From an optimization exercise on the open Yosys and OpenROAD flow, aimed at a short achievable clock period and few clock cycles; shortcuts taken in it are not production practice. In this exercise RTL edits were held to simulation tests only and were not proved equivalent to the original. Power figures rest on the tool's default switching activity, not on a simulated workload.

==> flow/design.v <==
`timescale 1ns / 1ps
package glpw_pkg;
   typedef enum logic {
      CMD_START    = 1'b0,
      CMD_CONTINUE = 1'b1
   } command_type;
   typedef enum logic [1:0] {
      AXIS_VERTICAL   = 2'd0,
      AXIS_HORIZONTAL = 2'd1,
      AXIS_DIAGONAL   = 2'd2
   } axis_mode_type;
   typedef struct packed {
      logic stop_at_occupant;
      logic info_mode;
      logic pass_through;
   } walk_flags_type;
   typedef struct packed {
      logic projectable;
      logic believed_wall;
      logic occupied;
   } cell_status_type;
   localparam int LEN_W = 8;
   localparam int             CSR_DATA_W          = 32;
   localparam int             CSR_ADDR_W          = 3;
   localparam logic           CSR_IDX_RANGE_LIMIT = 1'b0;
   localparam logic [LEN_W-1:0] RANGE_LIMIT_RESET = 8'd20;
   function automatic int entry_width(input int coord_bits);
      entry_width = 12 + 8 * coord_bits;
   endfunction
endpackage
`timescale 1ns / 1ps
`timescale 1ns / 1ps
`timescale 1ns / 1ps
`timescale 1ns / 1ps
module grid_line_path_walker #(
   parameter int COORD_BITS = 8
) (
   input  logic                  clock,
   input  logic                  reset,
   input  logic                  req_valid,
   output logic                  req_stall,
   input  logic                  req_command,
   input  logic [COORD_BITS-1:0] req_start_y,
   input  logic [COORD_BITS-1:0] req_start_x,
   input  logic [COORD_BITS-1:0] req_end_y,
   input  logic [COORD_BITS-1:0] req_end_x,
   input  logic                  req_pass_through,
   input  logic                  req_info_mode,
   input  logic                  req_stop_at_occupant,
   input  logic                  req_cell_projectable,
   input  logic                  req_cell_believed_wall,
   input  logic                  req_cell_occupied,
   output logic                  rsp_valid,
   input  logic                  rsp_stall,
   output logic [COORD_BITS-1:0] rsp_grid_y,
   output logic [COORD_BITS-1:0] rsp_grid_x,
   output logic                  rsp_grid_valid,
   output logic                  rsp_path_done,
   output logic [glpw_pkg::LEN_W-1:0] rsp_path_length,
   input  logic                  csr_psel,
   input  logic                  csr_penable,
   input  logic                  csr_pwrite,
   input  logic [glpw_pkg::CSR_ADDR_W-1:0] csr_paddr,
   input  logic [glpw_pkg::CSR_DATA_W-1:0] csr_pwdata,
   output logic [glpw_pkg::CSR_DATA_W-1:0] csr_prdata,
   output logic                  csr_pready
);
   localparam int CB = COORD_BITS;
   localparam int LW = glpw_pkg::LEN_W;
   localparam int DW = glpw_pkg::CSR_DATA_W;
   localparam int AW = glpw_pkg::CSR_ADDR_W;
   localparam int EW = CB + 3;    
   typedef struct packed {
      logic [CB-1:0] y;
      logic [CB-1:0] x;
      logic          gv;
      logic          done;
      logic [LW-1:0] len;
   } result_type;
   function automatic logic [CB-1:0] step_coord(input logic [CB-1:0] v, input logic dn);
      step_coord = dn ? (v - CB'(1)) : (v + CB'(1));
   endfunction
   logic [LW-1:0] range_limit_ff;
   logic          csr_hit;
   assign csr_hit    = (csr_paddr[AW-1:2] == glpw_pkg::CSR_IDX_RANGE_LIMIT);
   assign csr_pready = 1'b1;
   assign csr_prdata = csr_hit ? DW'(range_limit_ff) : '0;
   always_ff @(posedge clock) begin
      if (reset) begin
         range_limit_ff <= glpw_pkg::RANGE_LIMIT_RESET;
      end else if (csr_psel && csr_penable && csr_pwrite && csr_hit) begin
         range_limit_ff <= csr_pwdata[LW-1:0];
      end
   end
   result_type res0_ff, res1_ff, res_new;
   logic       res0_valid_ff, res1_valid_ff;
   logic       accept, take, res0_free;
   assign req_stall = res1_valid_ff;
   assign accept    = req_valid && !res1_valid_ff;
   assign take      = res0_valid_ff && !rsp_stall;
   assign res0_free = !res0_valid_ff || take;
   assign rsp_valid       = res0_valid_ff;
   assign rsp_grid_y      = res0_ff.y;
   assign rsp_grid_x      = res0_ff.x;
   assign rsp_grid_valid  = res0_ff.gv;
   assign rsp_path_done   = res0_ff.done;
   assign rsp_path_length = res0_ff.len;
   always_ff @(posedge clock) begin
      if (reset) begin
         res0_valid_ff <= 1'b0;
         res1_valid_ff <= 1'b0;
      end else if (res0_free) begin
         res0_valid_ff <= res1_valid_ff || accept;
         res1_valid_ff <= 1'b0;
      end else if (accept) begin
         res1_valid_ff <= 1'b1;
      end
   end
   always_ff @(posedge clock) begin
      if (res0_free) begin
         if (res1_valid_ff) begin
            res0_ff <= res1_ff;
         end else if (accept) begin
            res0_ff <= res_new;
         end
      end
      if (accept) begin
         res1_ff <= res_new;
      end
   end
   logic                 active_ff;
   logic                 pass_ff, info_ff, soo_ff;
   logic                 vert_ff, diag_ff;
   logic                 ydn_ff, xdn_ff;
   logic [CB-1:0]        y_ff, x_ff;              
   logic [LW-1:0]        cells_ff;                
   logic [LW-1:0]        cells1_ff;               
   logic [LW-1:0]        minor_ff;                
   logic [CB-1:0]        major_ff;                
   logic signed [EW-1:0] d_ff;                    
   logic signed [EW-1:0] incp_ff, incn_ff;        
   logic                 s_same, s_ydn, s_xdn;
   logic [CB-1:0]        s_ay, s_ax;
   logic                 s_vert, s_horz, s_diag;
   logic [CB-1:0]        s_a, s_m;
   logic [CB-1:0]        s_y, s_x;
   logic                 s_done;
   always_comb begin
      s_same = (req_start_y == req_end_y) && (req_start_x == req_end_x);
      s_ydn  = (req_end_y < req_start_y);
      s_xdn  = (req_end_x < req_start_x);
      s_ay   = s_ydn ? (req_start_y - req_end_y) : (req_end_y - req_start_y);
      s_ax   = s_xdn ? (req_start_x - req_end_x) : (req_end_x - req_start_x);
      s_vert = (s_ay > s_ax);
      s_horz = (s_ax > s_ay);
      s_diag = !s_vert && !s_horz;
      s_a    = s_vert ? s_ay : s_ax;
      s_m    = s_vert ? s_ax : s_ay;
      s_y    = s_horz ? req_start_y : step_coord(req_start_y, s_ydn);
      s_x    = s_vert ? req_start_x : step_coord(req_start_x, s_xdn);
      s_done = (range_limit_ff <= LW'(1))
               || (!req_pass_through && ((s_ay | s_ax) == CB'(1)));
   end
   logic          c_stop, c_give, c_done, c_dge;
   logic [CB-1:0] c_y, c_x;
   logic [LW-1:0] c_minor, c_k;
   logic [LW:0]   c_range;
   always_comb begin
      c_stop  = (info_ff ? req_cell_believed_wall : !req_cell_projectable)
                || (soo_ff && req_cell_occupied);
      c_give  = active_ff && !c_stop;
      c_dge   = !d_ff[EW-1];
      c_y     = (diag_ff || vert_ff || c_dge) ? step_coord(y_ff, ydn_ff) : y_ff;
      c_x     = (diag_ff || !vert_ff || c_dge) ? step_coord(x_ff, xdn_ff) : x_ff;
      c_minor = minor_ff + LW'(!diag_ff && c_dge);
      c_k     = diag_ff ? cells1_ff : c_minor;
      c_range = {1'b0, cells1_ff} + {2'b00, c_k[LW-1:1]};
      c_done  = (!pass_ff && (cells1_ff == major_ff))
                || (c_range >= {1'b0, range_limit_ff});
   end
   always_comb begin
      if (req_command == glpw_pkg::CMD_START) begin
         res_new.y    = s_same ? '0 : s_y;
         res_new.x    = s_same ? '0 : s_x;
         res_new.gv   = !s_same;
         res_new.done = s_same || s_done;
         res_new.len  = s_same ? LW'(0) : LW'(1);
      end else begin
         res_new.y    = c_give ? c_y : '0;
         res_new.x    = c_give ? c_x : '0;
         res_new.gv   = c_give;
         res_new.done = !c_give || c_done;
         res_new.len  = c_give ? cells1_ff : cells_ff;
      end
   end
   always_ff @(posedge clock) begin
      if (reset) begin
         active_ff <= 1'b0;
         cells_ff  <= '0;
         cells1_ff <= LW'(1);
         pass_ff   <= 1'b0;
         info_ff   <= 1'b0;
         soo_ff    <= 1'b0;
      end else if (accept) begin
         if (req_command == glpw_pkg::CMD_START) begin
            pass_ff <= req_pass_through;
            info_ff <= req_info_mode;
            soo_ff  <= req_stop_at_occupant;
            if (s_same) begin
               active_ff <= 1'b0;
               cells_ff  <= '0;
               cells1_ff <= LW'(1);
            end else begin
               active_ff <= !s_done;
               cells_ff  <= LW'(1);
               cells1_ff <= LW'(2);
            end
         end else if (active_ff) begin
            if (c_stop) begin
               active_ff <= 1'b0;
            end else begin
               active_ff <= !c_done;
               cells_ff  <= cells1_ff;
               cells1_ff <= cells1_ff + LW'(1);
            end
         end
      end
   end
   always_ff @(posedge clock) begin
      if (accept) begin
         if (req_command == glpw_pkg::CMD_START) begin
            vert_ff  <= s_vert;
            diag_ff  <= s_diag;
            ydn_ff   <= s_ydn;
            xdn_ff   <= s_xdn;
            y_ff     <= s_y;
            x_ff     <= s_x;
            minor_ff <= '0;
            major_ff <= s_a;
            d_ff     <= EW'(s_m) + EW'(s_m) + EW'(s_m) - EW'(s_a);
            incp_ff  <= EW'(s_m) + EW'(s_m) - EW'(s_a) - EW'(s_a);
            incn_ff  <= EW'(s_m) + EW'(s_m);
         end else if (c_give) begin
            y_ff     <= c_y;
            x_ff     <= c_x;
            minor_ff <= c_minor;
            d_ff     <= d_ff + (c_dge ? incp_ff : incn_ff);
         end
      end
   end
endmodule
==> flow/flow/run.sh <==
#!/bin/bash
set -euo pipefail
bash standard.sh SETUP_SLACK_MARGIN=6.6 finish > orfs_make.log 2>&1
==> flow/standard.sh <==
#!/bin/bash
# synth_recipe.tcl (not shown) runs the flow's synth.tcl, then flattens the netlist and writes it again
# the make line also repeats each setting of config.mk as NAME=value (left out here)
make -C /OpenROAD-flow-scripts/flow DESIGN_CONFIG=/design/flow/config.mk WORK_HOME=/design/flow/orfs CLKGATE_MAP_FILE= SYNTH_SCRIPT=/design/flow/synth_recipe.tcl "${@:-finish}"
==> flow/config.mk <==
export PLATFORM = sky130hd
export DESIGN_NAME = grid_line_path_walker
export DESIGN_NICKNAME = grid_line_path_walker
export VERILOG_FILES = /design/flow/design.v
export SDC_FILE = /design/flow/constraint.sdc
export NUM_CORES = 4
export LEC_CHECK = 0
export CAP_MARGIN = 20
export CORE_MARGIN = 2
export CORE_UTILIZATION = 40
export SLEW_MARGIN = 20
==> flow/constraint.sdc <==
create_clock -name core_clock -period 10.5 [get_ports {clock}]
set_input_delay 2.1000 -clock core_clock [delete_from_list [all_inputs] [get_ports {clock}]]
set_output_delay 2.1000 -clock core_clock [all_outputs]
set_load 0.01 [all_outputs]
==> results_dict.tcl, run 1 <==
set metrics [dict create \
    status "finished clean" \
    cts.sinks 146 \
    p_leak_nw 6.34 \
    clk_pin_slew_ns 0.07 \
    grt_max_degree 38 \
    overflow 0 \
    crit_arrival_ns 7.02 \
    peakVddDrop_v 0.000238 \
    synthAdderAreaFrac 0.150 \
    syn_area_um2 11100 \
    syn_to_final_growth_pct 41.7 \
    io_pins 142 \
    die_h_um 171 \
    seq_area_frac_synth 0.368 \
    min_period_over_period 0.653 \
    instances_no_fill 1728 \
    end_kind "register" \
    synth_edf_count 116 \
    cp.required_ns 10.67 \
    routedWlPerCell_um 17.1 \
    yosys_warnings 1 \
    diodes 0 \
    htreeDepth 4 \
    grt_busiest_layer "met2" \
    grt_pass1_vias 8897 \
    final.fill_count 2234 \
    hpwl_mm 19.2 \
    first_pass_iters 5 \
    die_area_um2 29100 \
    dp_cells 1558 \
    synth_top_family_by_area "compound AO/OA/AOI/OAI gates" \
    hold_violations 0 \
    antenna_found_initial 0 \
    ant_nets 0 \
    fmax_mhz 146 \
    gp_congestion 0.883 \
    netlist_instances 1134 \
    rsz0062_at_grt "true" \
    critPathMaxFanout 6 \
    finalPower_mw 3.87 \
    clk_path_buf_depth 2 \
    insertion_delay_ns 0.44 \
    finalMaxSlewViolations 0 \
    routed_via_density 5.27 \
    hold_ws_ns 0.461 \
    final_util 0.580 \
    setup_viol 0 \
    synth_mux_area_frac 0.0765 \
    drt_iter0_markers 692 \
    finClkSkew_ns 0.0181 \
    path_class "input pin to register" \
    cts_buffers 17 \
    powerDensity_nw_per_um2 246 \
    yosys.area_share.simple 0.120 \
    hold_path_class "register to register" \
    met2_usage 0.339 \
    ys_async_sr_fraction 0 \
    grt_usage 0.201 \
    core-area_um2 27100 \
    drcViolationCount 0 \
    std_cell_rows 60 \
    wirelength_mm 29.6 \
    multi_input_area_um2 8060 \
    io_buffer_count 90 \
    grt_pass1_wl_mm 46.1 \
    use_met3 0.0252 \
    setup_tns_ns 0 \
    drive_gt1_frac 0.345 \
    worst_slew_pin_slew_ns 0.832 \
    maxCapViolations 0 \
    start_util 0.409 \
    vias 9103 \
    globalRouteMet1Util 0.273 \
    postSynthAreaPerCell_um2 9.78 \
    synthDistinctLibCells 77 \
    register_area_um2 4090 \
    synth_ff_type "edfxtp_1" \
    die_w_um 171 \
    ys_ff_latch 146 \
    cts_root_buffer "clkbuf_16" \
    synth_compound_area_frac 0.157 \
    cts_tree "yes" \
    synth_xor_area_frac 0.0654 \
    period_minus_slack_ns 6.85 \
    relSlewSlack 0.444 \
    critPathLaunchType "input pin" \
    final_nets 1550 \
]
==> worst max-delay path: stages <==
cell      delay, ns
buf_8          0.09
inv_8          0.03
ha_4           0.15
fa_2           0.34
nand3b_1       0.30
a21oi_4        0.26
nor2_4         0.08
mux2_4         0.31
a311oi_4       0.24
xor2_2         0.14
buf_4          0.16
ha_4           0.29
nor3_4         0.05
a211o_4        0.40
inv_12         0.10
nor2_4         0.04
a21oi_4        0.17
ha_4           0.24
fa_2           0.36
a21oi_2        0.17
nor2_1         0.06
nor2_1         0.16
o21bai_1       0.13
a21oi_2        0.16
o21bai_1       0.09
a21oi_2        0.17
xor2_1         0.16
a21oi_1        0.07
==> where the power goes <==
part           internal [mW]  leakage, nW  switching (mW)
clock network          0.314        0.278           0.279
logic                   1.25         4.69            1.19
registers              0.796         1.37          0.0381
==> layout by cell type (no fill, tap or decap), types with 18 or more instances in the layout <==
master           synthesis  final
dfxtp_1                 30     29
a21oi_1                 81     52
mux2_4                   0     19
nor2_1                  88     68
buf_4                   26    110
a21o_1                  20     18
clkdlybuf4s50_1          0     49
ha_4                     0     26
nand2_1                 73     64
ha_1                   115     88
xnor2_1                 56     45
mux2_2                  36     19
clkbuf_16                0     18
mux2i_1                 42     34
conb_1                   2     25
xor2_1                  25     22
buf_6                    1     33
a21oi_2                  1     21
o21ai_0                 49     29
edfxtp_1               116    116
inv_1                   86     70
==> stage by stage <==
step	cell area, um^2	setup slack [ns]
2_1_floorplan	11700	3.21
3_3_place_gp	12700	1.97
3_5_place_dp	12700	1.93
4_1_cts	15000	3.69
5_1_grt	15700	3.47
6_report	15700	3.65
==> logic make-up after synthesis <==
kind of cell    count (synthesis)
flops                         146
buf+inv                       157
xor+xnor                       82
mux                            80
compound gates                268
other cells                     2
fa+ha+maj                     126
simple gates                  273
==> registers in the layout, summed over array words and instances, names as in the netlist, 10 cells and up <==
signal   cells
res0_ff     26
res1_ff     26
d_ff        10
incp_ff     10
==> layer usage <==
layer | wire length, um | vias up | share of wire
met5 | 0 | - | 0
met4 | 394 | 0 | 0.013
met3 | 1060 | 31 | 0.036
met2 | 14300 | 220 | 0.48
met1 | 13900 | 4403 | 0.47
li1 | - | 4449 | -
==> repair_timing <==
item,CTS,global route
setup endpoints to repair,151,147
gates resized for setup,366,101
pin swaps,86,64
cloned,9,1
setup buffers,95,33
hold buffers,0,0
==> Yosys cell counts (all sizes together), types with 15 or more instances <==
| cell type | instances | share of area |
|---|---|---|
| nand2 | 74 | 0.025 |
| a21o | 20 | 0.014 |
| o22ai | 17 | 0.0096 |
| and2 | 15 | 0.0087 |
| a21oi | 82 | 0.037 |
| inv | 88 | 0.030 |
| mux2i | 42 | 0.038 |
| edfxtp | 116 | 0.31 |
| xnor2 | 57 | 0.046 |
| mux2 | 38 | 0.039 |
| buf | 40 | 0.024 |
| clkbuf | 28 | 0.0095 |
| ha | 115 | 0.13 |
| o21bai | 17 | 0.012 |
| nor2 | 89 | 0.030 |
| dfxtp | 30 | 0.054 |
| o21ai | 55 | 0.025 |
| xor2 | 25 | 0.020 |
==> cell type report <==
class                   instances  share of cell area
multi-input cells             857               0.513
flip-flops and latches        146               0.260
repair buffers                228               0.134
well taps                     372              0.0296
clock buffers                  17              0.0271
inverters                      89              0.0250
clock inverters                15             0.00884
repair inverters                4             0.00231
==> worst paths after layout <==
path | start | cells past startpoint | slack, ns | end
worst max-delay path | req_end_x[0] | 28 | 3.65 | d_ff[8]
worst min-delay path | range_limit_ff[7] | 2 | 0.46 | range_limit_ff[7]
worst max register to register | diag_ff | 19 | 5.65 | res0_ff[8]
worst min register to register | range_limit_ff[7] | 2 | 0.46 | range_limit_ff[7]
Testbench counts, summed over its fixed seeds: cycles 46,506.
==> run 2, diff against run 1 <==
==> flow/flow/run.sh (replaced) <==
#!/bin/bash
set -euo pipefail
bash standard.sh SETUP_SLACK_MARGIN=7.0 finish > orfs_make.log 2>&1
==> run 2 against run 1 <==
Register-to-register slack better by 0.27 ns. Cell count rose by 1.0%. Clock-buffer cell count unchanged. Non-clock buffer count increased by 16. Global-route usage rose by 0.64 points. Still clean on timing, DRC and antenna. Critical path type unchanged. Sequential power barely moved. Largest cell class unchanged. Maximum frequency is 0.67% lower. Synthesized cell count unchanged. Combinational power is essentially flat.
==> results_dict.tcl, run 2 <==
set metrics [dict create \
    status "finished clean" \
    die_area_um2 29100 \
    insertion_delay_ns 0.43 \
    hpwl_mm 19.1 \
    swShare 0.382 \
    vias 9187 \
    worst_path_max_delay_cell "fa_2" \
    combPwrFrac 0.625 \
    synth_top_family_by_area "compound AO/OA/AOI/OAI gates" \
    final.fill_count 2173 \
    synthDistinctLibCells 77 \
    io_pins 142 \
    routedWlPerCell_um 17.4 \
    die_h_um 171 \
    seq_area_frac_synth 0.368 \
    min_period_over_period 0.657 \
    synth_ff_type "edfxtp_1" \
    syn_area_um2 11100 \
    ys_ff_latch 146 \
    path_class "input pin to register" \
    yosys.area_share.simple 0.120 \
    wirelength_mm 30.4 \
    clk_pin_slew_ns 0.07 \
    worst_slew_pin_slew_ns 0.907 \
    finClkSkew_ns 0.0154 \
    synthDominantCellAreaShare 0.314 \
    rsz0062_at_grt "true" \
    grt_max_degree 36 \
    yosys_warnings 1 \
    ant_nets 0 \
    io_buffer_count 90 \
    fmax_mhz 145 \
    start_util 0.409 \
    period_minus_slack_ns 6.90 \
    final_nets 1568 \
    synthAdderAreaFrac 0.150 \
    crit_arrival_ns 7.06 \
    p_leak_nw 6.53 \
    placed_area_um2 12700 \
    p_seq_frac 0.215 \
    relSlewSlack 0.394 \
    drive_gt1_frac 0.358 \
    cts_tree "yes" \
    finalMaxSlewViolations 0 \
    p_switching_mw 1.48 \
    synth_area_leader_cell "edfxtp_1" \
    final_cell_mix "116 x edfxtp_1, 107 x buf_4, 89 x ha_1" \
    drcViolationCount 0 \
    gp_congestion 0.841 \
    synth_mux_area_frac 0.0765 \
    cts_buffers 17 \
    setup_tns_ns 0 \
    instances_no_fill 1746 \
    first_pass_iters 5 \
    die_w_um 171 \
    powerDensity_nw_per_um2 242 \
    largestRegisters "res0_ff x26, res1_ff x26" \
    dp_cells 1557 \
    maxCapViolations 0 \
    end_kind "register" \
    core-area_um2 27100 \
    routed_via_density 5.26 \
    grt_usage 0.208 \
    synth_edf_count 116 \
    setup_viol 0 \
    hold_path_class "register to register" \
    cts_root_buffer "clkbuf_16" \
    synthTopCellsByArea "edfxtp_1 31%, ha_1 13%, dfxtp_1 5.4%" \
    ys_async_sr_fraction 0 \
    netlist_instances 1134 \
    cp_common_cell "a21oi_2" \
    synthTopCellsByCount "116 x edfxtp_1, 115 x ha_1, 88 x nor2_1" \
    std_cell_rows 60 \
    postSynthAreaPerCell_um2 9.78 \
    synth_most_common_cell "edfxtp_1" \
    syn_to_final_growth_pct 44.4 \
    overflow 0 \
    grt_pass1_wl_mm 47.2 \
    p_int_mw 2.40 \
    hold_violations 0 \
    cts.sinks 146 \
    cp.required_ns 10.66 \
    synth_xor_area_frac 0.0654 \
    slowest_delay_ns 0.40 \
    design_area_um2 16000 \
    critPathMaxFanout 5 \
    htreeDepth 4 \
    final_common_cell "edfxtp_1" \
    drt_iter0_markers 649 \
    synth_compound_area_frac 0.157 \
    antenna_found_initial 0 \
    diodes 0 \
    clk_path_buf_depth 2 \
    clockPowerShare 0.160 \
    peakVddDrop_v 0.000270 \
    grt_pass1_vias 8863 \
    reg2reg_slack_ns 5.92 \
    critPathLaunchType "input pin" \
]
-- run 2: cell counts after synthesis --
No cell type changed its count.
-- run 2: worst paths after layout --
check / endpoint / cells past startpoint / from
hold reg to reg: range_limit_ff[5] / 2 / range_limit_ff[5]
hold / removal: range_limit_ff[5] / 2 / range_limit_ff[5]
setup reg to reg: res0_ff[8] / 19 / diag_ff
setup / recovery: d_ff[10] / 29 / req_end_y[0]
-- run 2: routing by layer --
| metal | up-vias | share of wire | global-route usage |
|---|---|---|---|
| met4 | 0 | 0.019 | 0.0647 |
| met5 | - | 0 | 0 |
| met1 | 4439 | 0.46 | 0.281 |
| met3 | 31 | 0.040 | 0.0296 |
| met2 | 225 | 0.48 | 0.343 |
| li1 | 4492 | - | - |
-- run 2: per-stage QoR --
step | hold WS, ns | setup slack [ns] | util | power, mW
CTS | 0.459 | 3.67 | 0.564 | 3.67
finish | 0.459 | 3.60 | 0.591 | 3.88
floorplan | 0.436 | 3.21 | - | 2.11
detailed placement | 0.450 | 1.93 | 0.467 | 2.40
global placement | 0.444 | 2.01 | 0.467 | 2.37
global route | 0.490 | 3.42 | 0.591 | 4.13
-- run 2: what timing repair did --
| item | in CTS | in global routing |
|---|---|---|
| hold buffers | 0 | 0 |
| pin swaps | 87 | 72 |
| cloned | 13 | 1 |
| endpoints found under the setup margin | 196 | 152 |
| setup buffers | 100 | 43 |
| resized for setup | 393 | 112 |
-- run 2: logic make-up after synthesis --
group	after synthesis
AND/OR/NAND/NOR	273
AO/OA/AOI/OAI	268
buffers and inverters	157
flip-flops	146
adder cells (fa/ha/maj)	126
XOR/XNOR	82
multiplexers	80
other	2
-- run 2: cell type report --
type                            count  area [um^2]  area share
Clock inverter                     15          166      0.0104
Timing Repair inverter              5         50.0     0.00312
Tap cell                          372          465      0.0291
Inverter                           89          394      0.0246
Clock buffer                       17          425      0.0266
Timing Repair Buffer              244         2440       0.152
Multi-Input combinational cell    858         7990       0.499
Sequential cell                   146         4090       0.255
-- run 2: power by group through the flow --
stage	Combinational (mW)	Clock [mW]	Sequential, mW
final	2.43	0.623	0.834
after global routing	2.63	0.657	0.844
after CTS	2.20	0.634	0.841
after detailed placement	1.55	0	0.853
after global placement	1.52	0	0.849
after floorplan	1.27	0	0.843
-- run 2: worst max-delay path, delay by kind of cell --
family	cells	cell delay, ns
buf+inv	5	0.50
compound gates	13	2.21
simple gates	4	0.34
fa+ha+maj	5	1.37
mux	1	0.31
xor+xnor	1	0.22

afterwards: timing with drivers on the ports:
In the flow no input, the clock included, has a driving cell. The finished layouts below were timed again as built, in two steps.
Step 1 assumes that a clkbuf_16 drives the clock port and a buf_2 every other input.
Step 2 also shifts input and output timing later by t, the mid clock arrival at the registers, as if the neighbouring blocks saw the same clock.
Three values: ideal ports, drivers, drivers and shift; two values: the first two.
run	t (ns)	setup slack, ns	worst setup path after step 2	slew at the worst register clock pin (ns)	cell pins on the clock port's net
run 1	0.478	3.647 / 3.644 / 3.167	input to register	0.08 / 0.08	1
run 2	0.471	3.600 / 3.598 / 3.128	input to register	0.08 / 0.08	1
After both steps every run listed still meets setup and hold. The setup slack of run 1, which loses most, moves by -0.003 ns with the drivers and by -0.480 ns with both steps.
